What follows belongs to an exercise in optimizing a design on an open flow for small area; a production flow would make more cautious choices.
Only simulation tests tie the RTL to the original design; equivalence was not proved.
No activity file was given, so power comes from the tool's default toggle rates.

$ cat design/flow/design.v
package trivium_pkg;
    localparam int KEY_BITS = 80;
    localparam int IV_BITS = 80;
    localparam int STATE_BITS = 288;
    localparam int A_BITS = 93;   
    localparam int B_BITS = 84;   
    localparam int C_BITS = 111;  
    localparam int SETUP_ROUNDS = 1152;
    typedef logic [KEY_BITS-1:0] key_t;
    typedef logic [IV_BITS-1:0] iv_t;
    typedef struct packed {
        logic [C_BITS-1:0] c;
        logic [B_BITS-1:0] b;
        logic [A_BITS-1:0] a;
    } regs_t;
    typedef union packed {
        logic [STATE_BITS-1:0] flat;
        regs_t regs;
    } trivium_state_u;
endpackage
`timescale 1ns/1ps
module trivium_round #(
    parameter int STEP_BITS = 64
) (
    input trivium_pkg::trivium_state_u cur,
    output trivium_pkg::trivium_state_u next_state,
    output logic [STEP_BITS-1:0] z
);
    localparam int T1_LIN0 = 66;
    localparam int T1_LIN1 = 93;
    localparam int T1_AND0 = 91;
    localparam int T1_AND1 = 92;
    localparam int T1_XOR = 171;
    localparam int T2_LIN0 = 162;
    localparam int T2_LIN1 = 177;
    localparam int T2_AND0 = 175;
    localparam int T2_AND1 = 176;
    localparam int T2_XOR = 264;
    localparam int T3_LIN0 = 243;
    localparam int T3_LIN1 = 288;
    localparam int T3_AND0 = 286;
    localparam int T3_AND1 = 287;
    localparam int T3_XOR = 69;
    wire [STEP_BITS-1:0] t1;
    wire [STEP_BITS-1:0] t2;
    wire [STEP_BITS-1:0] t3;
    wire [STEP_BITS-1:0] fb_a;  
    wire [STEP_BITS-1:0] fb_b;
    wire [STEP_BITS-1:0] fb_c;
    if (STEP_BITS < 1 || STEP_BITS > 64) begin : g_bad_step
        $error("trivium_round: STEP_BITS must be in 1..64");
    end
    for (genvar k = 0; k < STEP_BITS; k++) begin : g_round
        assign t1[k] = cur.flat[T1_LIN0-1-k] ^ cur.flat[T1_LIN1-1-k];
        assign t2[k] = cur.flat[T2_LIN0-1-k] ^ cur.flat[T2_LIN1-1-k];
        assign t3[k] = cur.flat[T3_LIN0-1-k] ^ cur.flat[T3_LIN1-1-k];
        assign fb_b[STEP_BITS-1-k] = t1[k]
            ^ (cur.flat[T1_AND0-1-k] & cur.flat[T1_AND1-1-k])
            ^ cur.flat[T1_XOR-1-k];
        assign fb_c[STEP_BITS-1-k] = t2[k]
            ^ (cur.flat[T2_AND0-1-k] & cur.flat[T2_AND1-1-k])
            ^ cur.flat[T2_XOR-1-k];
        assign fb_a[STEP_BITS-1-k] = t3[k]
            ^ (cur.flat[T3_AND0-1-k] & cur.flat[T3_AND1-1-k])
            ^ cur.flat[T3_XOR-1-k];
    end
    assign z = t1 ^ t2 ^ t3;  
    always_comb begin
        next_state.regs.a = {cur.regs.a[trivium_pkg::A_BITS-STEP_BITS-1:0], fb_a};
        next_state.regs.b = {cur.regs.b[trivium_pkg::B_BITS-STEP_BITS-1:0], fb_b};
        next_state.regs.c = {cur.regs.c[trivium_pkg::C_BITS-STEP_BITS-1:0], fb_c};
    end
endmodule
`timescale 1ns/1ps
module trivium_state #(
    parameter int STEP_BITS = 64
) (
    input logic clk,
    input logic rst,
    input logic load,
    input logic advance,
    input logic emit,
    input trivium_pkg::key_t key,
    input trivium_pkg::iv_t iv,
    input trivium_pkg::trivium_state_u next_state,
    input logic [STEP_BITS-1:0] z,
    output trivium_pkg::trivium_state_u cur,
    output logic [STEP_BITS-1:0] keystream,
    output logic keystream_valid
);
    trivium_pkg::trivium_state_u load_val;
    always_comb begin
        load_val.regs.a = '0;
        load_val.regs.a[trivium_pkg::KEY_BITS-1:0] = key;
        load_val.regs.b = '0;
        load_val.regs.b[trivium_pkg::IV_BITS-1:0] = iv;
        load_val.regs.c = '0;
        load_val.regs.c[trivium_pkg::C_BITS-1 -: 3] = 3'b111;
    end
    always_ff @(posedge clk) begin
        if (rst) begin
            cur <= '0;
        end else if (load) begin
            cur <= load_val;
        end else if (advance) begin
            cur <= next_state;
        end
    end
    always_ff @(posedge clk) begin
        if (rst) begin
            keystream <= '0;
            keystream_valid <= 1'b0;
        end else begin
            keystream_valid <= emit;
            if (emit) begin
                keystream <= z;
            end
        end
    end
endmodule
`timescale 1ns/1ps
module trivium_ctrl #(
    parameter int STEP_BITS = 64
) (
    input logic clk,
    input logic rst,
    input logic start,
    input logic stall,
    output logic load,
    output logic advance,
    output logic emit,
    output logic ready
);
    localparam int SETUP_STEPS = trivium_pkg::SETUP_ROUNDS / STEP_BITS;
    localparam int CNT_W = $clog2(SETUP_STEPS + 1);
    localparam logic [CNT_W-1:0] SETUP_LAST = CNT_W'(SETUP_STEPS - 1);
    localparam logic [1:0] PH_IDLE = 2'd0;
    localparam logic [1:0] PH_SETUP = 2'd1;
    localparam logic [1:0] PH_GEN = 2'd2;
    logic [1:0] phase;
    logic [CNT_W-1:0] cnt;
    logic accept;
    logic run_gen;
    if (trivium_pkg::SETUP_ROUNDS % STEP_BITS != 0) begin : g_bad_step
        $error("trivium_ctrl: STEP_BITS must divide SETUP_ROUNDS");
    end
    assign ready = (phase != PH_SETUP);
    assign accept = start && ready && !stall;
    assign run_gen = (phase == PH_GEN) && !stall && !start;
    assign load = accept;
    assign advance = run_gen || ((phase == PH_SETUP) && !stall);
    assign emit = run_gen;
    always_ff @(posedge clk) begin
        if (rst) begin
            phase <= PH_IDLE;
            cnt <= '0;
        end else if (accept) begin
            phase <= PH_SETUP;
            cnt <= '0;
        end else if (phase == PH_SETUP && !stall) begin
            if (cnt == SETUP_LAST) begin
                phase <= PH_GEN;
                cnt <= '0;
            end else begin
                cnt <= cnt + 1'b1;
            end
        end
    end
endmodule
`timescale 1ns/1ps
module trivium_top #(
    parameter int STEP_BITS = 64
) (
    input logic clk,
    input logic rst,
    input logic start,
    input logic stall,
    input trivium_pkg::key_t key,
    input trivium_pkg::iv_t iv,
    output logic [STEP_BITS-1:0] keystream,
    output logic keystream_valid,
    output logic ready
);
    logic load;
    logic advance;
    logic emit;
    trivium_pkg::trivium_state_u cur;
    trivium_pkg::trivium_state_u next_state;
    logic [STEP_BITS-1:0] z;
    trivium_ctrl #(
        .STEP_BITS(STEP_BITS)
    ) i_ctrl (
        .clk(clk),
        .rst(rst),
        .start(start),
        .stall(stall),
        .load(load),
        .advance(advance),
        .emit(emit),
        .ready(ready)
    );
    trivium_state #(
        .STEP_BITS(STEP_BITS)
    ) i_state (
        .clk(clk),
        .rst(rst),
        .load(load),
        .advance(advance),
        .emit(emit),
        .key(key),
        .iv(iv),
        .next_state(next_state),
        .z(z),
        .cur(cur),
        .keystream(keystream),
        .keystream_valid(keystream_valid)
    );
    trivium_round #(
        .STEP_BITS(STEP_BITS)
    ) i_round (
        .cur(cur),
        .next_state(next_state),
        .z(z)
    );
endmodule
$ cat design/flow/run.sh
#!/bin/bash
# synth_recipe.tcl (not shown) runs the flow's synth.tcl, then flattens the netlist and writes it again
# the make line also repeats each setting of config.mk as NAME=value (left out here)
make -C /OpenROAD-flow-scripts/flow DESIGN_CONFIG=/design/flow/config.mk WORK_HOME=/design/flow/orfs CLKGATE_MAP_FILE= SYNTH_SCRIPT=/design/flow/synth_recipe.tcl finish
$ cat design/flow/config.mk
export PLATFORM = sky130hd
export DESIGN_NAME = trivium_top
export DESIGN_NICKNAME = trivium_top
export VERILOG_FILES = /design/flow/design.v
export SDC_FILE = /design/flow/constraint.sdc
export NUM_CORES = 4
export LEC_CHECK = 0
export CAP_MARGIN = 20
export CORE_MARGIN = 2
export CORE_UTILIZATION = 40
export SLEW_MARGIN = 20
$ cat design/flow/constraint.sdc
create_clock -name core_clock -period 4.0 [get_ports {clk}]
set_input_delay 0.8000 -clock core_clock [delete_from_list [all_inputs] [get_ports {clk}]]
set_output_delay 0.8000 -clock core_clock [all_outputs]
set_load 0.01 [all_outputs]
==> results_dict.tcl <==
set metrics [dict create \
    synth_seq_cells 360 \
    num_io_pins 230 \
    overflow 0 \
    crit_type "reg2out" \
    die_w_um 238 \
    clkSinkCount 360 \
    start_util_pct 40.6 \
    cp.required_ps 3200 \
    layout-area-overhead-vs-synth_pct 17.6 \
    dp.cells 3259 \
    fin_crit_sh_pct 72.2 \
    tightest_slew_ps 1090 \
    drtPass1Iterations 5 \
    synth_edf_count 0 \
    syn_inst 2565 \
    max_freq_mhz 346 \
    drt-initial-drc-count 2240 \
    slowest_delay_ps 570 \
    grt_pass1_vias 17800 \
    ys_types 39 \
    io_buffers 229 \
    insertion_delay_ps 600 \
    critPathLaunchType "flop" \
    fin_hold_ws_ps 474 \
    via_per_inst 5.67 \
    fin_cells 3338 \
    setup-tns-final_ps 0 \
    postCtsSetupBuffers 0 \
    clk_pin_slew_ps 60 \
    min_period_ps 2890 \
    yosysWarnings 3 \
    clock_skew_ps 20.0 \
    status "finished clean" \
    path_buf_inv 2 \
    numCtsBuffers 42 \
    cts_root_buffer "clkbuf_16" \
    drt_wl_total_mm 96.6 \
    cp_top_family "buffers and inverters" \
    tritoncts "yes" \
    grt_pass1_wl_mm 133 \
    ys_async_sr_fraction_pct 0 \
    cp_slowest_cell "clkdlybuf4s50_1" \
    finalPower_mw 10.8 \
    syn-cell-area_mm2 0.0219 \
    grt_max_degree 158 \
    dp_slack_ps 996 \
    maxCapViolCount 0 \
    postRouteAntennaNets 0 \
    fin_ws_ps 1110 \
    drv_slew 0 \
    worst-path-max-fanout 9 \
    post-dp-hpwl_mm 76.0 \
    power_density_mw_per_mm2 419 \
    syn_avg_cell_area_um2 8.53 \
    cts_hold_buf 0 \
    clockBufferDepth 3 \
    finalWeightedCongestion 1.03 \
    vias 18900 \
    drc 0 \
    syn_nets 2731 \
    worst_hold_path_type "reg2reg" \
    irDropWorstVdd_v 0.000277 \
    grt_antenna_before_repair 2 \
    core_mm2 0.0539 \
    final_nets 2773 \
    die_h_um 238 \
    drive_above_1_share_pct 6.74 \
    power_leakage_nw 8.75 \
    die-area_mm2 0.0566 \
    cp_cell_sequence "and2b_1 > inv_2 > clkdlybuf4s50_1" \
    critPathArrivalTime_ps 2090 \
    max_slew_margin_pct 27.5 \
    ys.flop_type "dfxtp_1" \
    fillerInstances 5237 \
    finalHoldViolCount 0 \
    cts_resized 0 \
    cts.htree.levels 2 \
    groute.usage.overall_pct 33.3 \
    setup_viol_count_final 0 \
    wl_per_cell_um 28.9 \
    seq_area_frac_synth_pct 33.0 \
    worstSetupEndpointType "output pin" \
    rows 85 \
    rsz0062_at_grt "false" \
]
==> cell usage in the layout, fill, tap and decap left out, types with 9 or more instances in the layout <==
cell             instances
buf_12                  16
clkinv_2                11
buf_4                   24
nor2_1                 262
clkbuf_8                11
nand2b_1               131
nor3_1                   9
a22o_1                  32
xor2_1                 193
xor3_1                  30
a211oi_2                52
a211oi_1                75
o32ai_1                128
a21oi_1                194
clkbuf_16               42
dfxtp_1                360
clkdlybuf4s50_1        226
nand2_1                315
xnor2_1                451
a21o_1                  32
==> flip-flops by register name, summed over array words and instances (netlist names) <==
register	count
i_state.cur	288
i_state.keystream_valid	1
i_ctrl.cnt	5
i_ctrl.phase	2
i_state.keystream	64
==> cell usage after synthesis (2+ instances only) <==
cell | count | area, um^2
a22o_1 | 32 | 280
a211oi_1 | 75 | 563
inv_1 | 2 | 7.51
buf_4 | 21 | 158
o21ai_0 | 3 | 15.0
xnor2_1 | 451 | 3950
nand2_1 | 315 | 1180
nand2b_1 | 131 | 820
nor3b_1 | 3 | 22.5
a211oi_2 | 52 | 651
ha_1 | 2 | 25.0
nor2_1 | 266 | 998
a311oi_1 | 2 | 17.5
buf_2 | 50 | 250
a21oi_1 | 194 | 971
a21o_1 | 33 | 248
dfxtp_1 | 360 | 7210
o32ai_1 | 128 | 1120
buf_6 | 10 | 113
buf_1 | 10 | 37.5
clkbuf_1 | 178 | 668
xor2_1 | 193 | 1690
nor3_1 | 9 | 45.0
xor3_1 | 30 | 713
==> power breakdown <==
part	total (mW)	internal, mW	switching [mW]
clock	3.93	2.22	1.71
sequential	4.25	3.75	0.503
combinational	2.61	1.14	1.47
total	10.8	7.10	3.68
==> through the flow <==
stage / utilization, % / instance area [um^2]
2_1_floorplan: - / 21900
3_3_place_gp: 45.1 / 24300
3_5_place_dp: 45.1 / 24300
4_1_cts: 47.7 / 25700
5_1_grt: 47.7 / 25700
6_report: 47.7 / 25700
==> final cells by class <==
type / count / area [um^2] / share of cell area [%]
clock inverters: 21 / 171 / 0.666
diodes: 2 / 5.00 / 0.0195
clock buffers: 56 / 1210 / 4.72
multi-input cells: 1933 / 13500 / 52.4
inverters: 3 / 11.3 / 0.0438
repair buffers: 267 / 2770 / 10.8
well taps: 696 / 871 / 3.39
flip-flops and latches: 360 / 7210 / 28.0
==> per-layer routing <==
metal	GRT usage [%]	share of wire, %	wire [um]	up-vias
met2	51.6	44	42200	941
met5	0	0.017	16	-
met1	45.7	43	41100	9230
met4	12.5	4.3	4160	2
met3	6.66	9.3	9000	143
li1	-	-	-	8619
==> tightest hold or removal path: stages (launching register included) <==
cell,delay (ps)
dfxtp_1,320
nand2_1,60
a21oi_1,60
==> final timing paths <==
path	from	to	slack, ps	cells past startpoint
worst min-delay path	i_state.cur[92]	i_state.cur[92]	470	2
worst max register to register	i_ctrl.phase[1]	i_state.cur[193]	1510	5
worst min register to register	i_state.cur[92]	i_state.cur[92]	470	2
worst max-delay path	i_ctrl.phase[1]	ready	1110	3
==> cells by family after synthesis <==
group / synth area share [%]
flip-flops: 33.0
adder cells (fa/ha/maj): 0.114
XOR/XNOR: 29.0
AND/OR/NAND/NOR: 14.3
buffers and inverters: 5.66
AO/OA/AOI/OAI: 17.9

separate check: timing with driven ports:
The results above use ideal ports. As a check the final layout listed here was re-extracted and re-timed, cells and wires unchanged. Step 1 (the two cells are an assumption about what drives the block):
set clk [get_ports {clk}]
set_driving_cell -lib_cell sky130_fd_sc_hd__clkbuf_16 $clk
set_driving_cell -lib_cell sky130_fd_sc_hd__buf_2 [delete_from_list [all_inputs] $clk]
Step 2, shift: input delay + t, output delay - t, t = (earliest + latest rising clock arrival at the registers) / 2. This alone moves slack from input paths to output paths. Three values: ideal, step 1, step 2; two values: the first two.
t, ns: 0.641
slack for setup (ns): 1.111 / 1.054 / 0.948
worst setup path at the end: input to register
worst register clock-pin slew, ns: 0.07 / 0.07
pins driven straight from the clock port: 1
After both steps setup and hold are still met in this run. For this run, drivers alone change the setup slack by -0.057 ns; drivers and shift together by -0.163 ns.
